What follows belongs to an exercise in optimizing a design on an open flow for small area, a short achievable clock period and few clock cycles per item; a production flow would make more cautious choices. RTL that was checked went through simulation tests only; none was proved equivalent to the original. Power is estimated from default activity; no workload was simulated.

Setup of run 1:
## alu_exec
module alu_exec (
	input  logic                  clk,
	input  logic                  arst_n,
	input  logic                  in_valid,
	input  logic [5:0]            in_op,
	input  logic [32-1:0] in_a,
	input  logic [32-1:0] in_b,
	output logic                  out_valid,
	output logic [32-1:0] out_result,
	output logic                  flag_n,
	output logic                  flag_z,
	output logic                  flag_v
);
export LEC_CHECK = 0
export CAP_MARGIN = 20
export CORE_MARGIN = 2
export CORE_UTILIZATION = 40
export CTS_BUF_LIST = sky130_fd_sc_hd__clkbuf_8
export SETUP_SLACK_MARGIN = 3.3
export SLEW_MARGIN = 20
create_clock -name core_clock -period 5.5 [get_ports {clk}]
standard.sh (not shown) runs the stock make flow with config.mk's settings and CLKGATE_MAP_FILE= SYNTH_SCRIPT=/design/flow/synth_recipe.tcl, a recipe that flattens the netlist after the stock synthesis.
==> flow/flow/run.sh <==
#!/bin/bash
# Standard layout with two changes:
# - the port buffers are plain buf_1 cells rather than the delay cells
#   buffer_ports picks by default;
# - clock tree synthesis runs with its standard arguments but without dummy
#   loads.
export BUFFER_PORTS_ARGS="-buffer_cell sky130_fd_sc_hd__buf_1"
export CTS_ARGS="-sink_clustering_enable -repair_clock_nets -buf_list sky130_fd_sc_hd__clkbuf_8 -dont_use_dummy_load"
bash standard.sh > standard.log 2>&1
Testbench counts of run 1, summed over its fixed seeds: cycles 16,008, ops 15,552.
Input-level comparison between run 2 and run 1:
==> flow/flow/run.sh <==
#!/bin/bash
# Standard layout, with the port buffers made plain buffers rather than
# the delay cells buffer_ports picks by default.
export BUFFER_PORTS_ARGS="-buffer_cell sky130_fd_sc_hd__buf_1"
bash standard.sh > standard.log 2>&1
--- a/flow/config.mk
+++ b/flow/config.mk
@@ -9,5 +9,5 @@
 export CORE_MARGIN = 2
 export CORE_UTILIZATION = 40
-export CTS_BUF_LIST = sky130_fd_sc_hd__clkbuf_8
-export SETUP_SLACK_MARGIN = 3.3
+export CTS_BUF_LIST = sky130_fd_sc_hd__clkbuf_4
+export SETUP_SLACK_MARGIN = 3.4
 export SLEW_MARGIN = 20
## What came out
- The worst supply voltage drop on vdd of run 2 was superior to that of run 1.
- Diff run 1 -> run 2: post-route worst setup slack climbed 31 ps, global-route wire length before repair has increased, hold slack moved up, number of buffers other than clock buffers in the final layout now smaller.
- Run 1 closes out successfully: all stages finished, all timing, DRC and antenna checks passed.
- Run 2: full flow OK, the timing, DRC and antenna checks passed
- Diff run 1..run 2 | logic gate share of total power | negligible
- First-pass iteration count of the detailed router (run 2 over run 1): decrease, 5
[inputs] run 3 vs run 2
==> flow/flow/run.sh <==
#!/bin/bash
# Standard layout, with the port buffers made plain buffers rather than
# the delay cells buffer_ports picks by default.
export BUFFER_PORTS_ARGS="-buffer_cell sky130_fd_sc_hd__buf_2"
bash standard.sh > standard.log 2>&1
--- a/flow/config.mk
+++ b/flow/config.mk
@@ -9,5 +9,4 @@
 export CORE_MARGIN = 2
 export CORE_UTILIZATION = 40
-export CTS_BUF_LIST = sky130_fd_sc_hd__clkbuf_4
 export SETUP_SLACK_MARGIN = 3.4
 export SLEW_MARGIN = 20
The cell count of run 3 and that of run 2 are within noise of each other.
Run 3 against run 2: number of buffer and inverter instances along the worst setup path rose by 1, maximum net fanout on the critical path increased by 4 relative to the old numbers.
A leading cell type in the layout, fill and taps excluded of buf_2 is what run 3 shows, while nor2_1 belongs to run 2.


run a:
Another version of the RTL of alu_exec (not shown whole).
Size: about 110 I/O pins, about 8300 um2 of cells after synthesis.
==> flow/config.mk <==
export PLATFORM = sky130hd
export DESIGN_NAME = alu_exec
export DESIGN_NICKNAME = alu_exec
export VERILOG_FILES = /design/flow/design.v
export SDC_FILE = /design/flow/constraint.sdc
export NUM_CORES = 4
export LEC_CHECK = 0
export CAP_MARGIN = 20
export CORE_MARGIN = 2
export CORE_UTILIZATION = 40
export SETUP_SLACK_MARGIN = 3.5
export SLEW_MARGIN = 20
==> flow/constraint.sdc <==
create_clock -name core_clock -period 5.5 [get_ports {clk}]
set_input_delay 1.1000 -clock core_clock [delete_from_list [all_inputs] [get_ports {clk}]]
set_output_delay 1.1000 -clock core_clock [all_outputs]
set_load 0.01 [all_outputs]
==> flow/flow/run.sh <==
#!/bin/bash
# Standard layout, with the port buffers made plain buffers rather than
# the delay cells buffer_ports picks by default.
export BUFFER_PORTS_ARGS="-buffer_cell sky130_fd_sc_hd__buf_2"
bash standard.sh > standard.log 2>&1
Run a did not stop at any stage, and its layout met the timing, DRC and antenna checks.
[inputs] run b vs run a
# run a
export LEC_CHECK = 0
export CAP_MARGIN = 20
export CORE_MARGIN = 2
export CORE_UTILIZATION = 40
export SETUP_SLACK_MARGIN = 3.5
export SLEW_MARGIN = 20
create_clock -name core_clock -period 5.5 [get_ports {clk}]
# run b
export LEC_CHECK = 0
export CAP_MARGIN = 20
export CORE_MARGIN = 2
export CORE_UTILIZATION = 40
export SETUP_SLACK_MARGIN = 3.0
export SLEW_MARGIN = 20
create_clock -name core_clock -period 5.5 [get_ports {clk}]
Results
Re clock sink count: no difference whatsoever between run b and run a. Run b vs run a on final critical-path required period: run b is the lower one. Between run a and run b, the met3 wire length is higher for run a. Per the comparison of run b with run a, flip-flop and latch count held steady, switching part of the total shrank by 0.45 points.
No functional check of the RTL was part of any run of this note.


Setup of v9:
RTL: one of the versions met above, not the one the previous note started from.
Size in the first run: ~1000 cells after synthesis, ~110 flip-flops, about 110 I/O pins, about 8200 um2 of cells after synthesis.
Settings: LEC_CHECK=0, CAP_MARGIN=20, CORE_MARGIN=2, CORE_UTILIZATION=40, CTS_BUF_LIST=sky130_fd_sc_hd__clkbuf_8, SETUP_SLACK_MARGIN=3.5, SLEW_MARGIN=20; clock period 5.5 ns.
Scripts as last shown in full above: flow/flow/run.sh
v9: no failed stages, no open violations at the end
Testbench counts of v9, summed over its fixed seeds: cycles 16,008, ops 15,552.
The inputs of v20 differ from those of v9 as listed below.
diff --git a/flow/config.mk b/flow/config.mk
--- a/flow/config.mk
+++ b/flow/config.mk
@@ -8,6 +8,6 @@
 export CAP_MARGIN = 20
 export CORE_MARGIN = 2
-export CORE_UTILIZATION = 40
+export CORE_UTILIZATION = 50
 export CTS_BUF_LIST = sky130_fd_sc_hd__clkbuf_8
-export SETUP_SLACK_MARGIN = 3.5
+export SETUP_SLACK_MARGIN = 3.4
 export SLEW_MARGIN = 20
==> comparison <==
- Result for v9 and v20: all clean
- Delta (v20 minus v9): final non-filler cell total decreased by 58 relative to the old numbers; critical path depth climbed 5.
- Relative to v9, v20 improves static leakage.
- The total power of the final layout was comparable across v9 and v20.
Here is what was changed in the inputs of v38 compared with v20.
==> flow/flow/run.sh <==
#!/bin/bash
# Standard layout, with the port buffers made plain buffers rather than
# the delay cells buffer_ports picks by default.
export BUFFER_PORTS_ARGS="-buffer_cell sky130_fd_sc_hd__buf_1"
bash standard.sh > standard.log 2>&1
diff --git a/flow/config.mk b/flow/config.mk
--- a/flow/config.mk
+++ b/flow/config.mk
@@ -8,5 +8,5 @@
 export CAP_MARGIN = 20
 export CORE_MARGIN = 2
-export CORE_UTILIZATION = 50
+export CORE_UTILIZATION = 40
 export CTS_BUF_LIST = sky130_fd_sc_hd__clkbuf_8
 export SETUP_SLACK_MARGIN = 3.4
==> comparison <==
- v20 completed every stage of the flow, and the final layout passed the timing, DRC and antenna checks.
- v38 did not stop at any stage, and its layout met the timing, DRC and antenna checks.
- Going from v20 to v38, routed wire length shrank slightly.
- Run comparison: v20 leading cell type in the layout, fill and taps excluded sky130_fd_sc_hd__buf_2; v38 leading cell type in the layout, fill and taps excluded sky130_fd_sc_hd__buf_1
- Going from v20 to v38, design area now smaller, net total in the final layout decreased by 0.48% relative to the old numbers, floorplan die area saw an increase, combinational-cell power consumption now sits lower.
- In the tables for v38 and v20, total design power reads lower with v38.
- Highest-delay cell along the critical path = sky130_fd_sc_hd__or4_4: v20; highest-delay cell along the critical path = sky130_fd_sc_hd__dfrtp_1: v38
- In v38, the detail-routed via count per cell came out 4.8% below the value in v20.
Input changes introduced in v34 (baseline for comparison: v38):
==> flow/flow/run.sh <==
#!/bin/bash
# Standard layout with two changes:
# - the port buffers are plain buf_1 cells rather than the delay cells
#   buffer_ports picks by default;
# - clock tree synthesis runs with its standard arguments but without dummy
#   loads.
export BUFFER_PORTS_ARGS="-buffer_cell sky130_fd_sc_hd__buf_1"
export CTS_ARGS="-sink_clustering_enable -repair_clock_nets -buf_list sky130_fd_sc_hd__clkbuf_8 -dont_use_dummy_load"
bash standard.sh > standard.log 2>&1
## What came out
Fmax: v34 below v38
Via count down about 1.2% in v34 wrt v38
Between v34 and v38, the difference in final clock period utilization by the worst path is negligible.
Diff v38 -> v34: combinational share of power now larger; maximum vdd drop now larger.
v38 vs v34, highest-delay cell along the critical path: sky130_fd_sc_hd__dfrtp_1 vs sky130_fd_sc_hd__or4_4
Inputs modified between v34 and v48:
==> flow/flow/run.sh <==
#!/bin/bash
# Standard layout, with the port buffers made plain buffers rather than
# the delay cells buffer_ports picks by default.
export BUFFER_PORTS_ARGS="-buffer_cell sky130_fd_sc_hd__buf_1"
bash standard.sh > standard.log 2>&1
diff --git a/flow/config.mk b/flow/config.mk
--- a/flow/config.mk
+++ b/flow/config.mk
@@ -6,8 +6,8 @@
 export NUM_CORES = 4
 export LEC_CHECK = 0
-export CAP_MARGIN = 20
+export CAP_MARGIN = 5
 export CORE_MARGIN = 2
 export CORE_UTILIZATION = 40
 export CTS_BUF_LIST = sky130_fd_sc_hd__clkbuf_8
 export SETUP_SLACK_MARGIN = 3.4
-export SLEW_MARGIN = 20
+export SLEW_MARGIN = 5
Lower met2 demand-to-capacity share in global routing was reported by v48, not v34. Total routing usage reported by global routing is lower on v48. Across both runs, setup slack was lower for v48 than for v34. For the area added between synthesis and finish, v48 came in 2.3 points higher than v34 did. | worst reg-to-reg path cell count | v48 vs v34 | 1 lower |. Cmp v48 and v34 / sequential share of layout area / lower: v48.
> inputs changed (v48 -> v42)
==> flow/flow/run.sh <==
#!/bin/bash
# Standard layout, with the port buffers made plain buffers rather than
# the delay cells buffer_ports picks by default.
export BUFFER_PORTS_ARGS="-buffer_cell sky130_fd_sc_hd__buf_2"
bash standard.sh > standard.log 2>&1
diff --git a/flow/config.mk b/flow/config.mk
--- a/flow/config.mk
+++ b/flow/config.mk
@@ -6,8 +6,8 @@
 export NUM_CORES = 4
 export LEC_CHECK = 0
-export CAP_MARGIN = 5
+export CAP_MARGIN = 20
 export CORE_MARGIN = 2
 export CORE_UTILIZATION = 40
 export CTS_BUF_LIST = sky130_fd_sc_hd__clkbuf_8
-export SETUP_SLACK_MARGIN = 3.4
-export SLEW_MARGIN = 5
+export SETUP_SLACK_MARGIN = 3.3
+export SLEW_MARGIN = 20
Findings:
v42 reports its slowest library cell on the worst path as sky130_fd_sc_hd__buf_2 while v48 reports sky130_fd_sc_hd__dfxtp_1.
v42 ended with less placer congestion estimate than v48.
Total power for v42: 0.81% up relative to v48
Re design area: v48 and v42 aren't equal, and the higher value belongs to v48.
Delta (v42 minus v48): wire length on met1 went up about 2.2%; post-route core utilization now sits lower.
All of v48 and v42 finish clean.
Fraction of final layout cells with drive strength greater than 1: v42 vs v48 up 6.2 points
Sequential share of power down 0.4 points in v42 wrt v48

==> what the ideal ports hide <==
In the flow no input, the clock included, has a driving cell. The finished layouts below were timed again as built, in two steps. Step 1 (the two cells are an assumption about what drives the block):
set clk [get_ports {clk}]
set_driving_cell -lib_cell sky130_fd_sc_hd__clkbuf_16 $clk
set_driving_cell -lib_cell sky130_fd_sc_hd__buf_2 [delete_from_list [all_inputs] $clk]
Step 2 moves the port delays by t, midway between the first and last clock arrival at a register: inputs arrive t later, outputs are due t later. That takes back most of the time a late clock gives input paths. Slacks: ideal / step 1 / step 2; pairs: ideal / step 1.
run	t, ns	setup WS [ns]	slew at the worst register clock pin (ns)	worst data-port slew with drivers (ns)
run 1	0.497	3.314 / 3.314 / 2.889	0.09 / 0.09	0.04
run 2	0.573	3.345 / 3.305 / 2.840	0.12 / 0.12	0.04
run 3	0.476	3.447 / 3.413 / 2.998	0.06 / 0.06	0.06
run a	0.407	2.680 / 2.680 / 2.638	0.08 / 0.08	0.13
run b	0.407	2.738 / 2.738 / 2.634	0.08 / 0.08	0.06
v9	0.504	3.417 / 3.376 / 2.991	0.09 / 0.09	0.06
v20	0.491	3.382 / 3.374 / 2.992	0.08 / 0.08	0.05
v38	0.488	3.436 / 3.397 / 2.971	0.08 / 0.08	0.05
v34	0.481	3.430 / 3.397 / 2.949	0.07 / 0.07	0.05
v48	0.492	3.408 / 3.393 / 2.967	0.08 / 0.08	0.05
v42	0.494	3.318 / 3.327 / 2.840	0.08 / 0.08	0.05
After both steps setup and hold are still met in every run listed. The setup slack of run 2, which loses most, moves by -0.040 ns with the drivers and by -0.505 ns with both steps.
